Context: an optimization exercise on an open-source flow, tuned for small area. The choices shown serve that exercise and are no tape-out recipe. RTL that was checked went through simulation tests only; none was proved equivalent to the original. Power is estimated from default activity; no workload was simulated.

==> maple <==
==> flow/design.v <==
`default_nettype none
module h3_hash (
    input  wire [8-1:0]    key_i,
    input  wire [(8 * 3)-1:0] matrix_i,
    output reg  [3-1:0]    adr_o
);
    integer b;
    always @(*) begin
        adr_o = {3{1'b0}};
        for (b = 0; b < 8; b = b + 1) begin
            if (key_i[b]) begin
                adr_o = adr_o ^ matrix_i[b*3 +: 3];
            end
        end
    end
endmodule
`default_nettype wire
`default_nettype none
module hash_table (
    input  wire                       clk,
    input  wire                       rst_n_i,
    input  wire                       ready_i,
    input  wire [(1 + 2 + 8 + 16)-1:0]   req_i,
    input  wire [(4 * (8 * 3))-1:0]    h3_matrix_i,
    output wire [(1 + 2 + 16 + 4)-1:0]  resp_o
);
    localparam NT    = 4;
    localparam AW    = 3;
    localparam SLOTS = 2 ** 3;
    localparam NE    = NT * SLOTS;
    localparam KW    = 8;
    localparam DW    = 16;
    localparam IW    = ((4 > 1) ? $clog2(4) : 1);
    localparam PW    = IW + AW;
    localparam CW    = KW - 1;
    wire            req_valid = req_i[((1 + 2 + 8 + 16) - 1)];
    wire [1:0]      req_op    = req_i[(8 + 16) +: 2];
    wire [KW-1:0]   req_key   = req_i[(16) +: KW];
    wire [DW-1:0]   req_data  = req_i[0 +: DW];
    reg  [NE-1:0]     valid_q;
    reg  [NE*CW-1:0]  key_q;     
    reg  [NT-1:0]     aux_q;     
    reg  [NE*DW-1:0]  data_q;
    wire [NT*AW-1:0]  adr;
    reg  [NE-1:0]     sel;
    reg  [NT-1:0]     ent_valid;
    reg  [NT*CW-1:0]  ent_key;
    reg  [NT*CW-1:0]  ckey;
    reg  [NT-1:0]     hzero;
    reg               nz;
    reg  [NT-1:0]     hit_t;
    reg  [NT-1:0]     free_t;
    genvar g;
    generate
        for (g = 0; g < NT; g = g + 1) begin : g_hash
            h3_hash hash_0 (
                .key_i    (req_key),
                .matrix_i (h3_matrix_i[g*(8 * 3) +: (8 * 3)]),
                .adr_o    (adr[g*AW +: AW])
            );
        end
    endgenerate
    integer t, s, j;
    always @(*) begin
        for (t = 0; t < NT; t = t + 1) begin
            nz = 1'b0;
            for (j = 0; j < CW; j = j + 1) begin
                nz = nz | (|h3_matrix_i[t*(8 * 3) + j*AW +: AW]);
                ckey[t*CW + j] = nz ? req_key[j+1] : req_key[j];
            end
            hzero[t] = !(nz | (|h3_matrix_i[t*(8 * 3) + CW*AW +: AW]));
        end
    end
    always @(*) begin
        for (t = 0; t < NT; t = t + 1) begin
            ent_valid[t]          = 1'b0;
            ent_key[t*CW +: CW]   = {CW{1'b0}};
            for (s = 0; s < SLOTS; s = s + 1) begin
                sel[t*SLOTS + s] = (adr[t*AW +: AW] == s);
                if (sel[t*SLOTS + s]) begin
                    ent_valid[t]        = ent_valid[t] | valid_q[t*SLOTS + s];
                    ent_key[t*CW +: CW] = ent_key[t*CW +: CW] | key_q[(t*SLOTS + s)*CW +: CW];
                end
            end
            hit_t[t]  = ent_valid[t] && (ent_key[t*CW +: CW] == ckey[t*CW +: CW]) &&
                        (!hzero[t] || aux_q[t] == req_key[KW-1]);
            free_t[t] = !ent_valid[t];
        end
    end
    reg           hit;
    reg           any_free;
    reg [NT-1:0]  first_free;
    reg [IW-1:0]  hit_idx;
    reg [AW-1:0]  hit_adr;
    always @(*) begin
        hit        = |hit_t;
        any_free   = |free_t;
        first_free = {NT{1'b0}};
        hit_idx    = {IW{1'b0}};
        hit_adr    = {AW{1'b0}};
        for (t = NT - 1; t >= 0; t = t - 1) begin
            if (free_t[t]) first_free = {NT{1'b0}} | ({{(NT-1){1'b0}}, 1'b1} << t);
        end
        for (t = 0; t < NT; t = t + 1) begin
            if (hit_t[t]) begin
                hit_idx = hit_idx | t;
                hit_adr = hit_adr | adr[t*AW +: AW];
            end
        end
    end
    wire en     = ready_i;
    wire is_rd  = (req_op == 2'd1);
    wire is_wr  = (req_op == 2'd2);
    wire is_del = (req_op == 2'd3);
    wire do_wr  = en && req_valid && is_wr && !hit && any_free;
    wire do_del = en && req_valid && is_del && hit;
    integer e;
    always @(posedge clk) begin
        for (e = 0; e < NE; e = e + 1) begin
            if (en && !valid_q[e]) begin
                key_q[e*CW +: CW]  <= ckey[(e / SLOTS)*CW +: CW];
                data_q[e*DW +: DW] <= req_data;
            end
        end
        for (t = 0; t < NT; t = t + 1) begin
            if (en && !valid_q[t*SLOTS]) begin
                aux_q[t] <= req_key[KW-1];
            end
        end
    end
    always @(posedge clk or negedge rst_n_i) begin
        if (!rst_n_i) begin
            valid_q <= {NE{1'b0}};
        end else begin
            for (e = 0; e < NE; e = e + 1) begin
                if (do_wr && first_free[e / SLOTS] && sel[e]) begin
                    valid_q[e] <= 1'b1;
                end else if (do_del && hit_t[e / SLOTS] && sel[e]) begin
                    valid_q[e] <= 1'b0;
                end
            end
        end
    end
    wire          fail = is_wr ? (hit || !any_free) : (is_rd || is_del) ? !hit : 1'b0;
    reg           r1_valid, r2_valid;
    reg  [1:0]    r1_op, r2_op;
    reg           r1_fail, r2_fail;
    reg  [PW-1:0] r1_ptr, r2_ptr;
    always @(posedge clk or negedge rst_n_i) begin
        if (!rst_n_i) begin
            r1_valid <= 1'b0;
            r2_valid <= 1'b0;
        end else if (en) begin
            r1_valid <= req_valid;
            r2_valid <= r1_valid;
        end
    end
    always @(posedge clk) begin
        if (en) begin
            r1_op   <= req_op;
            r1_fail <= fail;
            r1_ptr  <= {hit_idx, hit_adr[AW-1:1], is_wr ? hit : hit_adr[0]};
            r2_op   <= r1_op;
            r2_fail <= r1_fail;
            r2_ptr  <= r1_ptr;
        end
    end
    wire          rd_hit = (r2_op == 2'd1) && !r2_fail;
    reg  [DW-1:0] rd_data;
    always @(*) begin
        rd_data = {DW{1'b0}};
        for (e = 0; e < NE; e = e + 1) begin
            if (rd_hit && r2_ptr == e) rd_data = rd_data | data_q[e*DW +: DW];
        end
    end
    wire [4-1:0] status;
    assign status[3]    = r2_fail && (r2_op == 2'd1);
    assign status[2] = r2_fail && (r2_op == 2'd2) && r2_ptr[0];
    assign status[1]      = r2_fail && (r2_op == 2'd2) && !r2_ptr[0];
    assign status[0]  = r2_fail && (r2_op == 2'd3);
    assign resp_o = {r2_valid, r2_op, rd_data, status};
endmodule
`default_nettype wire
==> flow/flow/run.sh <==
#!/bin/bash
# The standard ORFS layout (standard.sh) with these layout choices changed:
#  - synthesis maps the logic with an area-oriented abc script (flow/synth.tcl, flow/abc_area.script);
#    everything else in it is synth_recipe.tcl, and the registers are the standard synthesis's
#  - port buffers are buf_1 cells (every port still gets its own buffer)
#  - CTS clusters up to 18 sinks (diameter 70 um) per leaf buffer and inserts no dummy loads
# The full make output goes to flow_make.log; ORFS keeps each step's log under orfs/logs/.
set -euo pipefail
cd "$(dirname "$0")/.."
export MY_ABC_SCRIPT=$PWD/flow/abc_area.script
bash standard.sh \
  "SYNTH_SCRIPT=$PWD/flow/synth.tcl" \
  "BUFFER_PORTS_ARGS=-buffer_cell sky130_fd_sc_hd__buf_1" \
  "CTS_ARGS=-sink_clustering_enable -repair_clock_nets -dont_use_dummy_load -sink_clustering_size 18 -sink_clustering_max_diameter 70 -buf_list {sky130_fd_sc_hd__clkbuf_8 sky130_fd_sc_hd__clkbuf_16}" \
  finish > flow_make.log 2>&1
==> flow/flow/abc_area.script <==
&get -n
&st
&syn3
&dch
&nf -R 1000
&put
==> flow/flow/synth.tcl <==
proc synth {args} { yosys synth -nofsm -noshare {*}$args }
# synth_recipe.tcl with the abc call given an area-oriented mapping script (flow/abc_area.script).
# Registers are mapped (dfflibmap) before abc, so they are the same as in the standard synthesis.
proc abc {args} {
  set i [lsearch -exact $args -script]
  if { $i >= 0 && [info exists ::env(MY_ABC_SCRIPT)] } { lset args [expr {$i + 1}] $::env(MY_ABC_SCRIPT) }
  yosys abc {*}$args
}
source $::env(SCRIPTS_DIR)/synth.tcl
# left out here: clear keep_hierarchy, flatten, clean up, hide names made inside functions, write 1_2_yosys.v
==> flow/standard.sh <==
#!/bin/bash
# synth_recipe.tcl (not shown) runs the flow's synth.tcl, then flattens the netlist and writes it again
# the make line also repeats each setting of config.mk as NAME=value (left out here)
make -C /OpenROAD-flow-scripts/flow DESIGN_CONFIG=/design/flow/config.mk WORK_HOME=/design/flow/orfs CLKGATE_MAP_FILE= SYNTH_SCRIPT=/design/flow/synth_recipe.tcl "${@:-finish}"
==> flow/config.mk <==
export PLATFORM = sky130hd
export DESIGN_NAME = hash_table
export DESIGN_NICKNAME = hash_table
export VERILOG_FILES = /design/flow/design.v
export SDC_FILE = /design/flow/constraint.sdc
export NUM_CORES = 4
export LEC_CHECK = 0
export CAP_MARGIN = 0
export CORE_MARGIN = 2
export CORE_UTILIZATION = 60
export PLACE_DENSITY = 0.7
export SLEW_MARGIN = 0
==> flow/constraint.sdc <==
create_clock -name core_clock -period 6.0 [get_ports {clk}]
set_input_delay 1.2000 -clock core_clock [delete_from_list [all_inputs] [get_ports {clk}]]
set_output_delay 1.2000 -clock core_clock [all_outputs]
set_load 0.01 [all_outputs]
==> quartz: changes against maple <==
--- a/flow/design.v
+++ b/flow/design.v
@@ -32,22 +32,17 @@
     localparam DW    = 16;
     localparam IW    = ((4 > 1) ? $clog2(4) : 1);
     localparam PW    = IW + AW;
-    localparam CW    = KW - 1;
     wire            req_valid = req_i[((1 + 2 + 8 + 16) - 1)];
     wire [1:0]      req_op    = req_i[(8 + 16) +: 2];
     wire [KW-1:0]   req_key   = req_i[(16) +: KW];
     wire [DW-1:0]   req_data  = req_i[0 +: DW];
     reg  [NE-1:0]     valid_q;
-    reg  [NE*CW-1:0]  key_q;     
-    reg  [NT-1:0]     aux_q;     
+    reg  [NE*KW-1:0]  key_q;
     reg  [NE*DW-1:0]  data_q;
     wire [NT*AW-1:0]  adr;
     reg  [NE-1:0]     sel;
     reg  [NT-1:0]     ent_valid;
-    reg  [NT*CW-1:0]  ent_key;
-    reg  [NT*CW-1:0]  ckey;
-    reg  [NT-1:0]     hzero;
-    reg               nz;
+    reg  [NT*KW-1:0]  ent_key;
     reg  [NT-1:0]     hit_t;
     reg  [NT-1:0]     free_t;
     genvar g;
@@ -60,30 +55,19 @@
             );
         end
     endgenerate
-    integer t, s, j;
-    always @(*) begin
-        for (t = 0; t < NT; t = t + 1) begin
-            nz = 1'b0;
-            for (j = 0; j < CW; j = j + 1) begin
-                nz = nz | (|h3_matrix_i[t*(8 * 3) + j*AW +: AW]);
-                ckey[t*CW + j] = nz ? req_key[j+1] : req_key[j];
-            end
-            hzero[t] = !(nz | (|h3_matrix_i[t*(8 * 3) + CW*AW +: AW]));
-        end
-    end
+    integer t, s;
     always @(*) begin
         for (t = 0; t < NT; t = t + 1) begin
             ent_valid[t]          = 1'b0;
-            ent_key[t*CW +: CW]   = {CW{1'b0}};
+            ent_key[t*KW +: KW]   = {KW{1'b0}};
             for (s = 0; s < SLOTS; s = s + 1) begin
                 sel[t*SLOTS + s] = (adr[t*AW +: AW] == s);
                 if (sel[t*SLOTS + s]) begin
                     ent_valid[t]        = ent_valid[t] | valid_q[t*SLOTS + s];
-                    ent_key[t*CW +: CW] = ent_key[t*CW +: CW] | key_q[(t*SLOTS + s)*CW +: CW];
+                    ent_key[t*KW +: KW] = ent_key[t*KW +: KW] | key_q[(t*SLOTS + s)*KW +: KW];
                 end
             end
-            hit_t[t]  = ent_valid[t] && (ent_key[t*CW +: CW] == ckey[t*CW +: CW]) &&
-                        (!hzero[t] || aux_q[t] == req_key[KW-1]);
+            hit_t[t]  = ent_valid[t] && (ent_key[t*KW +: KW] == req_key);
             free_t[t] = !ent_valid[t];
         end
     end
@@ -117,14 +101,9 @@
     integer e;
     always @(posedge clk) begin
         for (e = 0; e < NE; e = e + 1) begin
-            if (en && !valid_q[e]) begin
-                key_q[e*CW +: CW]  <= ckey[(e / SLOTS)*CW +: CW];
+            if (do_wr && first_free[e / SLOTS] && sel[e]) begin
+                key_q[e*KW +: KW]  <= req_key;
                 data_q[e*DW +: DW] <= req_data;
-            end
-        end
-        for (t = 0; t < NT; t = t + 1) begin
-            if (en && !valid_q[t*SLOTS]) begin
-                aux_q[t] <= req_key[KW-1];
             end
         end
     end
==> flow/run.sh (new file) <==
#!/bin/bash
# synth_recipe.tcl (not shown) runs the flow's synth.tcl, then flattens the netlist and writes it again
# the make line also repeats each setting of config.mk as NAME=value (left out here)
make -C /OpenROAD-flow-scripts/flow DESIGN_CONFIG=/design/flow/config.mk WORK_HOME=/design/flow/orfs CLKGATE_MAP_FILE= SYNTH_SCRIPT=/design/flow/synth_recipe.tcl finish
- CORE_UTILIZATION: 60 -> 40
- CTS_BUF_LIST: not set -> sky130_fd_sc_hd__clkbuf_4
- PLACE_DENSITY: 0.7 -> not set
removed: flow/flow/run.sh
removed: flow/flow/abc_area.script
removed: flow/flow/synth.tcl
removed: flow/standard.sh
==> xenon: changes against maple <==
--- a/flow/design.v
+++ b/flow/design.v
@@ -32,22 +32,17 @@
     localparam DW    = 16;
     localparam IW    = ((4 > 1) ? $clog2(4) : 1);
     localparam PW    = IW + AW;
-    localparam CW    = KW - 1;
     wire            req_valid = req_i[((1 + 2 + 8 + 16) - 1)];
     wire [1:0]      req_op    = req_i[(8 + 16) +: 2];
     wire [KW-1:0]   req_key   = req_i[(16) +: KW];
     wire [DW-1:0]   req_data  = req_i[0 +: DW];
     reg  [NE-1:0]     valid_q;
-    reg  [NE*CW-1:0]  key_q;     
-    reg  [NT-1:0]     aux_q;     
+    reg  [NE*KW-1:0]  key_q;
     reg  [NE*DW-1:0]  data_q;
     wire [NT*AW-1:0]  adr;
     reg  [NE-1:0]     sel;
     reg  [NT-1:0]     ent_valid;
-    reg  [NT*CW-1:0]  ent_key;
-    reg  [NT*CW-1:0]  ckey;
-    reg  [NT-1:0]     hzero;
-    reg               nz;
+    reg  [NT*KW-1:0]  ent_key;
     reg  [NT-1:0]     hit_t;
     reg  [NT-1:0]     free_t;
     genvar g;
@@ -60,30 +55,19 @@
             );
         end
     endgenerate
-    integer t, s, j;
-    always @(*) begin
-        for (t = 0; t < NT; t = t + 1) begin
-            nz = 1'b0;
-            for (j = 0; j < CW; j = j + 1) begin
-                nz = nz | (|h3_matrix_i[t*(8 * 3) + j*AW +: AW]);
-                ckey[t*CW + j] = nz ? req_key[j+1] : req_key[j];
-            end
-            hzero[t] = !(nz | (|h3_matrix_i[t*(8 * 3) + CW*AW +: AW]));
-        end
-    end
+    integer t, s;
     always @(*) begin
         for (t = 0; t < NT; t = t + 1) begin
             ent_valid[t]          = 1'b0;
-            ent_key[t*CW +: CW]   = {CW{1'b0}};
+            ent_key[t*KW +: KW]   = {KW{1'b0}};
             for (s = 0; s < SLOTS; s = s + 1) begin
                 sel[t*SLOTS + s] = (adr[t*AW +: AW] == s);
                 if (sel[t*SLOTS + s]) begin
                     ent_valid[t]        = ent_valid[t] | valid_q[t*SLOTS + s];
-                    ent_key[t*CW +: CW] = ent_key[t*CW +: CW] | key_q[(t*SLOTS + s)*CW +: CW];
+                    ent_key[t*KW +: KW] = ent_key[t*KW +: KW] | key_q[(t*SLOTS + s)*KW +: KW];
                 end
             end
-            hit_t[t]  = ent_valid[t] && (ent_key[t*CW +: CW] == ckey[t*CW +: CW]) &&
-                        (!hzero[t] || aux_q[t] == req_key[KW-1]);
+            hit_t[t]  = ent_valid[t] && (ent_key[t*KW +: KW] == req_key);
             free_t[t] = !ent_valid[t];
         end
     end
@@ -117,14 +101,9 @@
     integer e;
     always @(posedge clk) begin
         for (e = 0; e < NE; e = e + 1) begin
-            if (en && !valid_q[e]) begin
-                key_q[e*CW +: CW]  <= ckey[(e / SLOTS)*CW +: CW];
+            if (do_wr && first_free[e / SLOTS] && sel[e]) begin
+                key_q[e*KW +: KW]  <= req_key;
                 data_q[e*DW +: DW] <= req_data;
-            end
-        end
-        for (t = 0; t < NT; t = t + 1) begin
-            if (en && !valid_q[t*SLOTS]) begin
-                aux_q[t] <= req_key[KW-1];
             end
         end
     end
==> flow/flow/run.sh (replaced) <==
#!/bin/bash
# The standard ORFS layout (standard.sh) with these layout choices changed:
#  - synthesis maps the logic with an area-oriented abc script (flow/synth.tcl, flow/abc_area.script);
#    everything else in it is synth_recipe.tcl, and the registers are the standard synthesis's
#  - port buffers are buf_1 cells (every port still gets its own buffer)
#  - CTS clusters up to 30 sinks (diameter 100 um) per leaf buffer and inserts no dummy loads
# The full make output goes to flow_make.log; ORFS keeps each step's log under orfs/logs/.
set -euo pipefail
cd "$(dirname "$0")/.."
export MY_ABC_SCRIPT=$PWD/flow/abc_area.script
bash standard.sh \
  "SYNTH_SCRIPT=$PWD/flow/synth.tcl" \
  "BUFFER_PORTS_ARGS=-buffer_cell sky130_fd_sc_hd__buf_1" \
  "CTS_ARGS=-sink_clustering_enable -repair_clock_nets -dont_use_dummy_load -sink_clustering_size 30 -sink_clustering_max_diameter 100" \
  finish > flow_make.log 2>&1
- CAP_MARGIN: 0 -> 20
- CORE_UTILIZATION: 60 -> 40
- PLACE_DENSITY: 0.7 -> not set
- SLEW_MARGIN: 0 -> 20
==> comparison <==
- In maple the sequential share of layout area is lower than in xenon, by 0.22 points.
- Die area: quartz is larger than maple (58%).
- In quartz the combinational power is higher than in xenon, by about 35%.
- Of maple and quartz, quartz has the higher sequential cell count (gap 28).
- Synthesized area: quartz > xenon > maple.
- In maple the sequential power is higher than in quartz, by about 10%.
For quartz and xenon, only the layout was checked, not whether the RTL still works.

[separate check: timing with driven ports]
Ports are ideal in the flow. The routed layouts listed here were re-timed in OpenROAD. Step 1 assumes that a clkbuf_16 drives the clock port and a buf_2 every other input. Step 2 also shifts input and output timing later by t, the mid clock arrival at the registers, as if the neighbouring blocks saw the same clock. Three values: no drivers, after step 1, after step 2; two values: the first two.
run | shift t [ns] | setup WS [ns] | slew at the worst register clock pin (ns)
maple | 0.653 | 0.360 / 0.396 / -0.257 | 0.08 / 0.08
quartz | 1.122 | 0.338 / 0.275 / -0.240 | 0.07 / 0.07
xenon | 0.623 | 0.402 / 0.443 / -0.180 | 0.12 / 0.12
Met with ideal ports but missed after step 2: setup timing in every run listed. The setup slack of maple, which loses most, moves by +0.036 ns with the drivers and by -0.617 ns with both steps.
